This design comes from an exercise in tuning for small area on the open sky130 flow, not from production work. In this exercise RTL edits were held to simulation tests only and were not proved equivalent to the original. Power and IR drop assume default switching activity.

==> design/flow/design.v <==
`default_nettype none
package exec_pkg;
  localparam int DATA_W = 32;
  localparam int ADDR_W = 5;
  localparam int NUM_REGS = 32;
  localparam logic [5:0] RTYPE = 6'b000000;
  localparam logic [5:0] J     = 6'b000010;
  localparam logic [5:0] BEQ   = 6'b000100;
  localparam logic [5:0] BNE   = 6'b000101;
  localparam logic [5:0] ADDI  = 6'b001000;
  localparam logic [5:0] ANDI  = 6'b001100;
  localparam logic [5:0] ORI   = 6'b001101;
  localparam logic [5:0] LW    = 6'b100011;
  localparam logic [5:0] SW    = 6'b101011;
  localparam logic [5:0] FN_ADD  = 6'b100000;
  localparam logic [5:0] FN_ADDU = 6'b100001;
  localparam logic [5:0] FN_SUB  = 6'b100010;
  localparam logic [5:0] FN_SUBU = 6'b100011;
  localparam logic [5:0] FN_AND  = 6'b100100;
  localparam logic [5:0] FN_OR   = 6'b100101;
  localparam logic [5:0] FN_XOR  = 6'b100110;
  localparam logic [5:0] FN_NOR  = 6'b100111;
  localparam logic [5:0] FN_SLT  = 6'b101010;
  localparam logic [5:0] FN_SLTU = 6'b101011;
  typedef enum logic [2:0] {
    ALU_AND  = 3'b000,
    ALU_OR   = 3'b001,
    ALU_ADD  = 3'b010,
    ALU_NOR  = 3'b011,
    ALU_XOR  = 3'b100,
    ALU_SLTU = 3'b101,
    ALU_SUB  = 3'b110,
    ALU_SLT  = 3'b111
  } alu_op_e;
endpackage
`default_nettype wire
`default_nettype none
import exec_pkg::*;
module reg_file
(
  input  logic              clock,
  input  logic              reset,
  input  logic              reg_write,
  input  logic [ADDR_W-1:0] write_reg,
  input  logic [DATA_W-1:0] write_data,
  input  logic [ADDR_W-1:0] read_reg1,
  input  logic [ADDR_W-1:0] read_reg2,
  output logic [DATA_W-1:0] read_data1,
  output logic [DATA_W-1:0] read_data2
);
  logic [DATA_W-1:0] r_regs [NUM_REGS];
  logic              w_wr_en;
  logic              w_byp1;
  logic              w_byp2;
  assign w_wr_en = reg_write && (write_reg != '0);
  always_ff @(posedge clock or posedge reset) begin
    if (reset) begin
      for (int i = 0; i < NUM_REGS; i++) begin
        r_regs[i] <= '0;
      end
    end else if (w_wr_en) begin
      r_regs[write_reg] <= write_data;
    end
  end
  assign w_byp1 = w_wr_en && (write_reg == read_reg1);
  assign w_byp2 = w_wr_en && (write_reg == read_reg2);
  always_comb begin
    read_data1 = r_regs[read_reg1];
    if (read_reg1 == '0) begin
      read_data1 = '0;
    end else if (w_byp1) begin
      read_data1 = write_data;
    end
  end
  always_comb begin
    read_data2 = r_regs[read_reg2];
    if (read_reg2 == '0) begin
      read_data2 = '0;
    end else if (w_byp2) begin
      read_data2 = write_data;
    end
  end
endmodule
`default_nettype wire
`default_nettype none
import exec_pkg::*;
module exec_datapath
(
  input  logic              clock,
  input  logic              reset,
  input  logic              reg_write,
  input  logic [ADDR_W-1:0] write_reg,
  input  logic [DATA_W-1:0] write_data,
  input  logic [ADDR_W-1:0] read_reg1,
  input  logic [ADDR_W-1:0] read_reg2,
  output logic [DATA_W-1:0] read_data1,
  output logic [DATA_W-1:0] read_data2,
  input  logic [5:0]        opcode,
  input  logic [5:0]        funct,
  input  logic [DATA_W-1:0] alu_a,
  input  logic [DATA_W-1:0] alu_b,
  output logic [2:0]        alu_con,
  output logic [DATA_W-1:0] alu_result,
  output logic              zero,
  output logic              overflow
);
  exec_pkg::alu_op_e w_alu_op;
  logic [DATA_W-1:0] w_sum;
  logic [DATA_W-1:0] w_diff;
  logic              w_add_ovf;
  logic              w_sub_ovf;
  reg_file u_reg_file (
    .clock      (clock),
    .reset      (reset),
    .reg_write  (reg_write),
    .write_reg  (write_reg),
    .write_data (write_data),
    .read_reg1  (read_reg1),
    .read_reg2  (read_reg2),
    .read_data1 (read_data1),
    .read_data2 (read_data2)
  );
  always_comb begin
    w_alu_op = ALU_ADD;
    case (opcode)
      RTYPE: begin
        case (funct)
          FN_ADD, FN_ADDU: w_alu_op = ALU_ADD;
          FN_SUB, FN_SUBU: w_alu_op = ALU_SUB;
          FN_AND:          w_alu_op = ALU_AND;
          FN_OR:           w_alu_op = ALU_OR;
          FN_XOR:          w_alu_op = ALU_XOR;
          FN_NOR:          w_alu_op = ALU_NOR;
          FN_SLT:          w_alu_op = ALU_SLT;
          FN_SLTU:         w_alu_op = ALU_SLTU;
          default:         w_alu_op = ALU_ADD;
        endcase
      end
      ADDI:     w_alu_op = ALU_ADD;
      ANDI:     w_alu_op = ALU_AND;
      ORI:      w_alu_op = ALU_OR;
      LW, SW:   w_alu_op = ALU_ADD;
      BEQ, BNE: w_alu_op = ALU_SUB;
      J:        w_alu_op = ALU_ADD;
      default:  w_alu_op = ALU_ADD;
    endcase
  end
  assign alu_con = w_alu_op;
  assign w_sum  = alu_a + alu_b;
  assign w_diff = alu_a - alu_b;
  assign w_add_ovf = (alu_a[DATA_W-1] == alu_b[DATA_W-1]) &&
                     (w_sum[DATA_W-1] != alu_a[DATA_W-1]);
  assign w_sub_ovf = (alu_a[DATA_W-1] != alu_b[DATA_W-1]) &&
                     (w_diff[DATA_W-1] != alu_a[DATA_W-1]);
  always_comb begin
    alu_result = '0;
    overflow   = 1'b0;
    case (w_alu_op)
      ALU_AND:  alu_result = alu_a & alu_b;
      ALU_OR:   alu_result = alu_a | alu_b;
      ALU_NOR:  alu_result = ~(alu_a | alu_b);
      ALU_XOR:  alu_result = alu_a ^ alu_b;
      ALU_ADD: begin
        alu_result = w_sum;
        overflow   = w_add_ovf;
      end
      ALU_SUB: begin
        alu_result = w_diff;
        overflow   = w_sub_ovf;
      end
      ALU_SLT:  alu_result = {{(DATA_W-1){1'b0}}, ($signed(alu_a) < $signed(alu_b))};
      ALU_SLTU: alu_result = {{(DATA_W-1){1'b0}}, (alu_a < alu_b)};
      default:  alu_result = '0;
    endcase
  end
  assign zero = (alu_result == '0);
endmodule
`default_nettype wire
==> design/flow/run.sh <==
#!/bin/bash
# synth_recipe.tcl (not shown) runs the flow's synth.tcl, then flattens the netlist and writes it again
# the make line also repeats each setting of config.mk as NAME=value (left out here)
make -C /OpenROAD-flow-scripts/flow DESIGN_CONFIG=/design/flow/config.mk WORK_HOME=/design/flow/orfs CLKGATE_MAP_FILE= SYNTH_SCRIPT=/design/flow/synth_recipe.tcl finish
==> design/flow/config.mk <==
export PLATFORM = sky130hd
export DESIGN_NAME = exec_datapath
export DESIGN_NICKNAME = exec_datapath
export VERILOG_FILES = /design/flow/design.v
export SDC_FILE = /design/flow/constraint.sdc
export NUM_CORES = 4
export LEC_CHECK = 0
export CAP_MARGIN = 20
export CORE_MARGIN = 2
export CORE_UTILIZATION = 40
export SLEW_MARGIN = 20
==> design/flow/constraint.sdc <==
create_clock -name core_clock -period 8.0 [get_ports {clock}]
set_input_delay 1.6000 -clock core_clock [delete_from_list [all_inputs] [get_ports {clock}]]
set_output_delay 1.6000 -clock core_clock [all_outputs]
set_load 0.01 [all_outputs]
==> run summary <==
==> power groups by stage <==
stage | clock, mW | combinational [mW] | sequential [mW]
finish | 5.12 | 2.75 | 6.94
global route | 5.32 | 2.91 | 7.01
CTS | 5.11 | 2.70 | 6.86
detailed placement | 0 | 2.69 | 6.94
global placement | 0 | 2.63 | 6.92
floorplan | 0 | 1.73 | 6.64
==> cells in the mapped netlist (6+ instances only) <==
| cell type | n |
|---|---|
| sky130_fd_sc_hd__a22oi_1 | 579 |
| sky130_fd_sc_hd__nor2_1 | 227 |
| sky130_fd_sc_hd__o21ai_0 | 112 |
| sky130_fd_sc_hd__clkbuf_1 | 410 |
| sky130_fd_sc_hd__buf_2 | 9 |
| sky130_fd_sc_hd__o21a_1 | 8 |
| sky130_fd_sc_hd__nor2b_1 | 14 |
| sky130_fd_sc_hd__a221oi_1 | 201 |
| sky130_fd_sc_hd__o31ai_1 | 13 |
| sky130_fd_sc_hd__a21oi_1 | 166 |
| sky130_fd_sc_hd__buf_1 | 62 |
| sky130_fd_sc_hd__dfrtp_1 | 992 |
| sky130_fd_sc_hd__o22ai_1 | 11 |
| sky130_fd_sc_hd__nand2b_1 | 20 |
| sky130_fd_sc_hd__xnor2_1 | 49 |
| sky130_fd_sc_hd__nand3_1 | 122 |
| sky130_fd_sc_hd__mux2_2 | 995 |
| sky130_fd_sc_hd__inv_1 | 104 |
| sky130_fd_sc_hd__a22o_1 | 132 |
| sky130_fd_sc_hd__a2111oi_0 | 6 |
| sky130_fd_sc_hd__a21o_1 | 6 |
| sky130_fd_sc_hd__nand3b_1 | 9 |
| sky130_fd_sc_hd__o21bai_1 | 14 |
| sky130_fd_sc_hd__nor4_1 | 47 |
| sky130_fd_sc_hd__and3_1 | 10 |
| sky130_fd_sc_hd__a211oi_1 | 15 |
| sky130_fd_sc_hd__nand2_1 | 86 |
| sky130_fd_sc_hd__a31oi_1 | 8 |
| sky130_fd_sc_hd__o211ai_1 | 17 |
| sky130_fd_sc_hd__nand4_1 | 151 |
| sky130_fd_sc_hd__a222oi_1 | 64 |
| sky130_fd_sc_hd__or2_2 | 13 |
| sky130_fd_sc_hd__xor2_1 | 10 |
| sky130_fd_sc_hd__or3_1 | 15 |
| sky130_fd_sc_hd__o221ai_1 | 7 |
| sky130_fd_sc_hd__mux2i_1 | 11 |
| sky130_fd_sc_hd__ha_1 | 99 |
| sky130_fd_sc_hd__nor3_1 | 50 |
==> cell type report <==
type / instances / share of cell area
clock buffers: 147 / 0.0461
well taps: 1781 / 0.0344
clock inverters: 39 / 0.00839
diodes: 13 / 0.000502
multi-input cells: 3381 / 0.442
inverters: 105 / 0.00615
repair buffers: 553 / 0.0795
flip-flops and latches: 992 / 0.383
==> repair_timing <==
action | 4_1_cts | 5_1_grt
pin swaps | 1 | 2
gates resized for setup | 3 | 11
setup buffers | 0 | 1
endpoints found under the setup margin | 1 | 1
==> how the worst max path moves through the flow <==
| stage | start | to | slack (ns) | cells past startpoint |
|---|---|---|---|---|
| 6_report | alu_b[1] | alu_result[31] | 0.40 | 16 |
| 3_3_place_gp | alu_b[0] | zero | -0.07 | 16 |
| 2_1_floorplan | reset | u_reg_file.r_regs[10][0]$_DFFE_PP0P_ | -7.27 | 1 |
| 4_1_cts | alu_a[4] | zero | 0.02 | 16 |
| 3_5_place_dp | alu_b[0] | zero | -0.13 | 16 |
| 5_1_grt | alu_b[0] | zero | 0.26 | 17 |
==> routing by layer <==
metal,up-vias,GRT usage,wire [um]
met3,1440,0.139,39600
met5,-,0.00240,57
li1,19600,-,-
met4,4,0.233,21600
met1,25800,0.480,99700
met2,4746,0.542,113000
==> stage by stage <==
step | instances | total power, mW
after floorplan | 4961 | 8.37
after detailed placement | 6810 | 9.63
after global placement | 6805 | 9.55
after global routing | 6999 | 15.2
after CTS | 6996 | 14.7
final | 7011 | 14.8
==> kinds of logic after synthesis <==
group,Yosys count,synth area share
adder cells (fa/ha/maj),101,0.0233
AO/OA/AOI/OAI,1429,0.196
AND/OR/NAND/NOR,786,0.0724
multiplexers,1006,0.206
XOR/XNOR,59,0.00941
buffers and inverters,588,0.0406
flip-flops,992,0.452
==> impl_metrics.tcl <==
set metrics [dict create \
    ctsRootBufferMaster "sky130_fd_sc_hd__clkbuf_16" \
    clk_latency_ns 0.70 \
    h-tree-depth 3 \
    num-nets-final 5363 \
    worst_setup_path_end_kind "primary output" \
    regArea_um2 24800 \
    areaGrowthSynthToFinish_pct 17.9 \
    setup_violations 0 \
    fillCellCount 12500 \
    timing.critical_path.slowest_cell_delay_ns 0.54 \
    synth.ff_latch_count 992 \
    cts_hold_repair.buffers 0 \
    cts_tree "done" \
    core_region_area_um2 136000 \
    synth.cell_area_um2 54900 \
    netlist-cell-type-count 80 \
    min-delay-path-class "reg -> reg" \
    placement_rows 135 \
    critPathSlowestCell "sky130_fd_sc_hd__a2111oi_4" \
    finalWorstSetupSlack_ns 0.399 \
    p_leak_nw 27.5 \
    initialDrtViolationCount 10100 \
    path_common_cell "sky130_fd_sc_hd__buf_4" \
    drive_gt1_frac 0.315 \
    crit-reg2reg-capture "u_reg_file.r_regs[11][12]$_DFFE_PP0P_" \
    overall_track_demand_over_capacity_in_global_routing 0.377 \
    synthesis.nets 5188 \
    pwr-share-clk 0.346 \
    worstRegToRegCells 1 \
    async_reset_ff_frac 1.00 \
    final_core_util 0.477 \
    synthesis.yosys.warnings 3 \
    cts.path.max_buffers 3 \
    power_density_nw_per_um2 229 \
    post_synth_top_area_cell "sky130_fd_sc_hd__dfrtp_1" \
    run_status "no timing/DRC/antenna violations" \
    arrival_time_at_the_worst_endpoint_ns 6.00 \
    quantity_of_i_o_buffers_inserted_on_ports 226 \
    max_cap_viol_count 0 \
    synth_edf_count 0 \
    fp.dieW_um 375 \
    cts_clk_pin_slew_worst_paths_ns 0.06 \
    final_skew_ns 0 \
    layout_commonest_cell "sky130_fd_sc_hd__mux2_2" \
    routed-via-count 51600 \
    power.switching_fraction 0.302 \
    p_seq_frac 0.468 \
    grt_remaining_overflow 0 \
    boundaryPins 227 \
    viasPerCell 7.36 \
    rsz_0062_raised_after_global_routing "no" \
    critPathTopFamily "compound AO/OA/AOI/OAI gates" \
    hold_path_depth 1 \
    critical_path.startpoint_type "primary input" \
    synthCells 4961 \
    floorplan.initialDensity 0.404 \
    layout_worst_path_cycle_share 0.950 \
    power_frac_comb 0.186 \
    fin_crit_ns 7.60 \
    maxSlewHeadroom 0.141 \
    design.die.area_um2 140000 \
    dp_hpwl_um 165000 \
    regMostFlops "u_reg_file.r_regs" \
    final_area_um2 64700 \
    cts-buffers-inserted 103 \
    final.setup.tns_ns 0 \
    primary_flip_flop_cell_chosen_by_synthesis_mapping "sky130_fd_sc_hd__dfrtp_1" \
    reg.largest.list "u_reg_file.r_regs x992" \
    drv_slew 0 \
    seq_area_frac_synth 0.452 \
    final_cell_mix "sky130_fd_sc_hd__mux2_2 (995), sky130_fd_sc_hd__dfrtp_1 (992), sky130_fd_sc_hd__a22oi_1 (579)" \
    internal_cell_power_mw 10.3 \
    timing.critical_path.fanout_max 4 \
    critical_path.cell_chain "clkdlybuf4s50_1 -> inv_1 -> ha_1 -> o21ba_2 -> or4_4 -> a2111oi_4 -> buf_4 -> o2111ai_4 -> a2111oi_4 -> o21ai_2 -> buf_4 -> a211o_1 -> a21oi_1 -> o22a_1 -> buf_4 -> clkdlybuf4s50_1" \
    grt_start_max_net_pins 158 \
    clock-sinks 992 \
    switching_power_mw 4.47 \
    area_used_by_multi_input_combinational_logic_um2 28600 \
    detail_route.wirelength_um 273000 \
    grt_antenna_before_repair 6 \
    vdd_ir_drop_max_mv 0.195 \
    route.antenna.remaining_nets 0 \
    number_of_global_route_vias_before_repair 49600 \
    ys_top_cells_by_area "sky130_fd_sc_hd__dfrtp_1 (45%), sky130_fd_sc_hd__mux2_2 (20%), sky130_fd_sc_hd__a22oi_1 (7.9%)" \
    hold_start "u_reg_file.r_regs[1][17]$_DFFE_PP0P_" \
    wl_per_cell_um 39.0 \
    syn_area_per_cell_um2 11.1 \
    cp_data_required_time_ns 6.40 \
    worst-r2r-setup-slack_ns 7.14 \
    max_freq_ghz 0.132 \
    fp.dieH_um 375 \
    hold_slack_ns 0.523 \
    hold_viol 0 \
    timing_worst_setup_path_type "in -> out" \
    yosys.area.top_type_share 0.452 \
    post-route-drc-count 0 \
    grt_first_pass_wirelength_um 380000 \
    critical_path.reg2reg.startpoint "u_reg_file.r_regs[11][12]$_DFFE_PP0P_" \
    detailedPlace.worstSlack_ns -0.126 \
    largest_reg_flops 992 \
    path_buf_inv 6 \
    max_slew.worst_pin.slew_ns 1.29 \
    firstDrtPassIters 12 \
    gp_congestion 0.992 \
    hold_end "u_reg_file.r_regs[1][17]$_DFFE_PP0P_" \
    placed_cell_area_um2 61200 \
]

==> afterwards: timing with drivers on the ports <==
No port has a modelled driver above. Below, the same layout with a new extraction and two added sets of constraints.
Step 1, drivers: a clkbuf_16 drives clock and a buf_2 each remaining input, both assumed.
Step 2 also shifts input and output timing later by t, the mid clock arrival at the registers, as if the neighbouring blocks saw the same clock.
a / b / c = no drivers / after step 1 / after step 2; a / b = the first two.
t, ns: 0.773
setup WS [ns]: 0.399 / 0.368 / 0.368
hold slack, ns: 0.523 / 0.523 / 0.523
cell pins on the clock port's net: 1
After both steps this run still meets setup and hold. The setup slack of this run moves by -0.031 ns with the drivers and by -0.031 ns with both steps.
